This is an optimization exercise on Yosys and OpenROAD, whose aim is small area, not a production implementation. Function was checked by simulation only, so behaviour that the tests miss may differ from the original. Power and IR drop assume default switching activity.

Setup of amber:
==> flow/design.v <==
module bp_counter_table (
    input  logic       clk,
    input  logic       rst_b,
    input  logic [7:0] i_rd_idx,
    output logic       o_rd_taken,
    input  logic       i_wr_en,
    input  logic [7:0] i_wr_idx,
    input  logic       i_wr_taken
);
    logic r_clr;
    always_ff @(posedge clk or negedge rst_b) begin
        if (!rst_b) r_clr <= 1'b1;
        else        r_clr <= 1'b0;
    end
    logic [15:0] w_row;
    logic [15:0] w_col;
    always_comb begin
        for (int r = 0; r < 16; r++) w_row[r] = i_wr_en && (i_wr_idx[7:4] == r[3:0]);
        for (int c = 0; c < 16; c++) w_col[c] = (i_wr_idx[3:0] == c[3:0]);
    end
    logic [255:0] w_h;       
    logic [255:0] w_ln;      
    logic         w_new_h, w_new_ln;
    logic [15:0]  w_row_h;   
    logic [15:0]  w_row_ln;  
    logic [15:0]  w_row_k;   
    logic [15:0]  w_col_k;   
    assign w_row_h  = w_row & {16{w_new_h}};
    assign w_row_ln = w_row & {16{w_new_ln}};
    assign w_row_k  = w_row | {16{r_clr}};
    assign w_col_k  = w_col | {16{r_clr}};
    for (genvar i = 0; i < 256; i++) begin : g_ent
        bp_ctr_entry u_ent (
            .clk      (clk),
            .i_col    (w_col[i % 16]),
            .i_row_k  (w_row_k[i / 16]),
            .i_col_k  (w_col_k[i % 16]),
            .i_row_h  (w_row_h[i / 16]),
            .i_row_ln (w_row_ln[i / 16]),
            .o_h      (w_h[i]),
            .o_ln     (w_ln[i])
        );
    end
    logic [15:0] w_rh_n, w_rln_n;
    for (genvar r = 0; r < 16; r++) begin : g_wr
        bp_ctr_rd16 u_rd_h  (.i_sel(w_col), .i_dat(w_h[r*16 +: 16]),  .o_or_n(w_rh_n[r]));
        bp_ctr_rd16 u_rd_ln (.i_sel(w_col), .i_dat(w_ln[r*16 +: 16]), .o_or_n(w_rln_n[r]));
    end
    logic w_cur_h, w_cur_ln;
    assign w_cur_h  = |(w_row & ~w_rh_n);
    assign w_cur_ln = |(w_row & ~w_rln_n);
    logic w_h_c, w_ln_c;
    assign w_h_c    = w_cur_h  & ~r_clr;
    assign w_ln_c   = w_cur_ln & ~r_clr;
    assign w_new_h  = (w_h_c & ~w_ln_c) | (w_h_c & i_wr_taken) | (~w_ln_c & i_wr_taken);
    assign w_new_ln = ~((w_h_c & w_ln_c) | (w_h_c & i_wr_taken) | (w_ln_c & i_wr_taken));
    logic [15:0] w_rd_col;
    logic [15:0] w_grp_n;
    logic        w_rd_h, w_byp;
    always_comb begin
        for (int c = 0; c < 16; c++) w_rd_col[c] = (i_rd_idx[3:0] == c[3:0]);
    end
    for (genvar g = 0; g < 16; g++) begin : g_rd
        bp_ctr_rd16 u_rd (.i_sel(w_rd_col), .i_dat(w_h[g*16 +: 16]), .o_or_n(w_grp_n[g]));
    end
    assign w_rd_h     = ~w_grp_n[i_rd_idx[7:4]] & ~r_clr;
    assign w_byp      = i_wr_en && (i_wr_idx == i_rd_idx);
    assign o_rd_taken = w_byp ? w_new_h : w_rd_h;
endmodule
module bp_ctr_entry (
    input  logic clk,
    input  logic i_row_k,
    input  logic i_col,
    input  logic i_col_k,
    input  logic i_row_h,
    input  logic i_row_ln,
    output logic o_h,
    output logic o_ln
);
    logic r_h, r_ln;
    logic w_keep, w_h_d, w_ln_d;
    assign w_keep = ~(i_row_k & i_col_k);
    assign w_h_d  = (i_col & i_row_h)  | (w_keep & r_h);
    assign w_ln_d = (i_col & i_row_ln) | (w_keep & r_ln);
    always_ff @(posedge clk) begin
        r_h  <= w_h_d;
        r_ln <= w_ln_d;
    end
    assign o_h  = r_h;
    assign o_ln = r_ln;
endmodule
module bp_ctr_aoi3 (
    input  logic [2:0] i_sel,
    input  logic [2:0] i_dat,
    output logic       o_n
);
    assign o_n = ~((i_sel[0] & i_dat[0]) | (i_sel[1] & i_dat[1]) | (i_sel[2] & i_dat[2]));
endmodule
module bp_ctr_rd16 (
    input  logic [15:0] i_sel,
    input  logic [15:0] i_dat,
    output logic        o_or_n
);
    logic [5:0] w_n;
    for (genvar k = 0; k < 5; k++) begin : g_k
        bp_ctr_aoi3 u_aoi (.i_sel(i_sel[k*3 +: 3]), .i_dat(i_dat[k*3 +: 3]), .o_n(w_n[k]));
    end
    assign w_n[5] = ~(i_sel[15] & i_dat[15]);
    assign o_or_n = &w_n;
endmodule
module bp_gshare_predictor (
    input  logic       clk,
    input  logic       rst_b,
    input  logic       pred_valid,
    input  logic [9:2] pred_addr,
    output logic       pred_resp_valid,
    output logic       pred_taken,
    output logic [7:0] pred_index,
    input  logic       upd_valid,
    input  logic [7:0] upd_index,
    input  logic       upd_taken,
    input  logic       upd_pred,
    output logic [7:0] ghr,
    output logic [15:0] miss_count
);
    logic [7:0]  r_ghr;
    logic [15:0] r_miss;
    logic        r_resp_valid;
    logic        r_taken;
    logic [7:0]  r_index;
    logic [7:0]  w_pred_idx;
    logic        w_pred_taken;
    assign w_pred_idx = pred_addr ^ r_ghr;
    bp_counter_table u_table (
        .clk        (clk),
        .rst_b      (rst_b),
        .i_rd_idx   (w_pred_idx),
        .o_rd_taken (w_pred_taken),
        .i_wr_en    (upd_valid),
        .i_wr_idx   (upd_index),
        .i_wr_taken (upd_taken)
    );
    logic       w_pv_n, w_uv_n;
    logic       w_taken_d;
    logic [7:0] w_index_d;
    logic [7:0] w_ghr_d;
    assign w_pv_n = ~pred_valid;
    assign w_uv_n = ~upd_valid;
    bp_ao22 u_taken_d (.i_a1(pred_valid), .i_a2(w_pred_taken), .i_b1(w_pv_n), .i_b2(r_taken), .o_y(w_taken_d));
    for (genvar k = 0; k < 8; k++) begin : g_hold
        bp_ao22 u_index_d (.i_a1(pred_valid), .i_a2(w_pred_idx[k]), .i_b1(w_pv_n), .i_b2(r_index[k]),
                           .o_y(w_index_d[k]));
        bp_ao22 u_ghr_d   (.i_a1(upd_valid), .i_a2((k == 0) ? upd_taken : r_ghr[k-1]), .i_b1(w_uv_n),
                           .i_b2(r_ghr[k]), .o_y(w_ghr_d[k]));
    end
    always_ff @(posedge clk or negedge rst_b) begin
        if (!rst_b) begin
            r_resp_valid <= 1'b0;
            r_taken      <= 1'b0;
            r_index      <= '0;
        end else begin
            r_resp_valid <= pred_valid;
            r_taken      <= w_taken_d;
            r_index      <= w_index_d;
        end
    end
    always_ff @(posedge clk or negedge rst_b) begin
        if (!rst_b) begin
            r_ghr <= '0;
        end else begin
            r_ghr <= w_ghr_d;
        end
    end
    logic [16:0] w_carry;
    logic [15:0] w_miss_d;
    assign w_carry[0] = upd_valid && (upd_taken != upd_pred) && (r_miss != 16'hffff);
    for (genvar k = 0; k < 16; k++) begin : g_miss
        assign w_carry[k+1] = w_carry[k] & r_miss[k];
        assign w_miss_d[k]  = r_miss[k] ^ w_carry[k];
    end
    always_ff @(posedge clk or negedge rst_b) begin
        if (!rst_b) begin
            r_miss <= '0;
        end else begin
            r_miss <= w_miss_d;
        end
    end
    assign pred_resp_valid = r_resp_valid;
    assign pred_taken      = r_taken;
    assign pred_index      = r_index;
    assign ghr             = r_ghr;
    assign miss_count      = r_miss;
endmodule
module bp_ao22 (
    input  logic i_a1,
    input  logic i_a2,
    input  logic i_b1,
    input  logic i_b2,
    output logic o_y
);
    assign o_y = (i_a1 & i_a2) | (i_b1 & i_b2);
endmodule
Settings: LEC_CHECK=0, CAP_MARGIN=0, CORE_MARGIN=2, CORE_UTILIZATION=72, SLEW_MARGIN=0, SYNTH_HIERARCHICAL=1; clock period 8.0 ns.
standard.sh (not shown) runs the stock make flow with config.mk's settings and CLKGATE_MAP_FILE= SYNTH_SCRIPT=/design/flow/synth_recipe.tcl, a recipe that flattens the netlist after the stock synthesis.
==> flow/flow/run.sh <==
#!/bin/bash
# Own layout flow: the standard synthesis script, except that ABC maps the
# combinational logic with an area-oriented script (flow/area.abc) instead of
# ORFS's delay-oriented one. Registers, their names and cell types are those
# of the standard synthesis (flip-flops are mapped before ABC runs, and ABC
# does not touch them). Then the standard layout from floorplan to finish,
# with a leaner clock tree (no dummy loads) and small port buffers.
# Every tool writes its full output to a log file in the work folder.
set -euo pipefail
W=$PWD
export MY_ABC_SCRIPT=$W/flow/area.abc
cat > $W/flow_synth.tcl <<'EOT'
proc abc {args} {
  set i [lsearch -exact $args -script]
  if {$i >= 0} { set args [lreplace $args $i [expr {$i+1}] -script $::env(MY_ABC_SCRIPT)] }
  yosys abc {*}$args
}
EOT
echo "source $W/synth_recipe.tcl" >> $W/flow_synth.tcl
source $W/flow/knobs.sh
bash standard.sh SYNTH_SCRIPT=$W/flow_synth.tcl synth > $W/flow_1_synth.log 2>&1
bash standard.sh SYNTH_SCRIPT=$W/flow_synth.tcl "${KNOBS[@]}" finish > $W/flow_2_layout.log 2>&1
==> flow/flow/area.abc <==
&get -n
&st
&dch
&nf -R 1000
&put
==> flow/flow/knobs.sh <==
KNOBS=(
  "CTS_ARGS=-sink_clustering_enable -repair_clock_nets -dont_use_dummy_load -sink_clustering_size 16 -sink_clustering_max_diameter 80 -sink_clustering_buffer sky130_fd_sc_hd__clkbuf_8 -buf_list sky130_fd_sc_hd__clkbuf_4"
  "BUFFER_PORTS_ARGS=-buffer_cell sky130_fd_sc_hd__buf_1"
)
> inputs changed (amber -> yarrow)
Settings: CORE_UTILIZATION changed from 72 to 50.
==> run notes <==
Maximum frequency went up by more than 10% going from amber to yarrow.
Multi-input gate share of total cell area, amber and yarrow, higher one = amber.
Taking amber over yarrow, the die extent in x ratio works out to 0.837.
Compared yarrow vs amber, and total met3 wirelength after detailed routing is down in yarrow.
From amber to yarrow the numbers moved as follows: sequential share of layout area shows a reduction of 0.75 points; slack of the critical path shows an increase of 0.74 ns; post-route worst hold slack shows no meaningful change.
Here is what was changed in the inputs of cedar compared with yarrow.
Settings: swapping 50 for 62 in CORE_UTILIZATION.
Results
- Of cedar and yarrow, just one finished clean: yarrow.
- cedar: complete, dirty (capacitance limit, slew limit)
- Total power divided by cell area: higher on yarrow
- Higher core utilization goes to cedar over yarrow.
- Static power due to leakage across cedar and yarrow: no real change.
- Going from yarrow to cedar, die area moved down; global-route wire length before repair moved down.
- Going from yarrow to cedar, number of vias after detailed routing increased by 946 relative to the old numbers, layout-stage area growth over the synthesis result decreased by 0.55 points relative to the old numbers.
- Looking at post-route cell area, cedar sits 0.49% below yarrow.
- Diff yarrow -> cedar: total power went down, post-detailed-placement cell area went down.
Setup changes, cedar to lagoon
Settings: swapping 62 for 78 in CORE_UTILIZATION.
[summary]
Global router's overall resource usage: higher on lagoon. Worst slack after detailed placement is higher on cedar. Die boundary width of lagoon falls short of that of cedar by more than 10%. There was hardly any difference in clock power between lagoon and cedar. Run comparison: lagoon startpoint of the most critical setup path upd_index[2]; cedar startpoint of the most critical setup path upd_index[0]. lagoon vs cedar: met1 track demand over resource up. Of lagoon and cedar, not a single run came through the flow clean. No crash in lagoon: every stage finished, but the layout fails its final checks due to capacitance limit, slew limit. Comparing lagoon and cedar, the lower detailed-route via count is on cedar. Sort lagoon and cedar by fmax, ascending, and lagoon comes first. In the tables for lagoon and cedar, met2 track utilization from global routing reads lower with cedar. Relative to cedar, the cell area after layout of lagoon is lower by 1.7%. Sequential share of cell area was lower in cedar than in lagoon.

## static timing again, ports no longer ideal
No port has a modelled driver above. Below, the same layouts with a new extraction and two added sets of constraints. Step 1 (the two cells are an assumption about what drives the block):
set clk [get_ports {clk}]
set_driving_cell -lib_cell sky130_fd_sc_hd__clkbuf_16 $clk
set_driving_cell -lib_cell sky130_fd_sc_hd__buf_2 [delete_from_list [all_inputs] $clk]
Step 2 adds t to the input delays and takes it off the output delays; t is the mean of the earliest and latest rising clock arrival at the registers after step 1. Input paths then give back, and output paths get back, about the clock's delay inside the block. Three values: ideal ports, drivers, drivers and shift; two values: the first two.
| run | shift t [ns] | setup slack, ns | worst setup path at the end | worst slew at a driven data input, ns |
|---|---|---|---|---|
| amber | 0.781 | 1.427 / 1.439 / 0.658 | input to register | 0.07 |
| yarrow | 0.863 | 2.169 / 2.181 / 1.318 | input to register | 0.11 |
| cedar | 0.819 | 1.924 / 1.937 / 1.119 | input to register | 0.04 |
| lagoon | 0.810 | 1.664 / 1.686 / 0.875 | input to register | 0.10 |
For yarrow, which loses most, drivers alone change the setup slack by +0.012 ns; drivers and shift together by -0.851 ns.
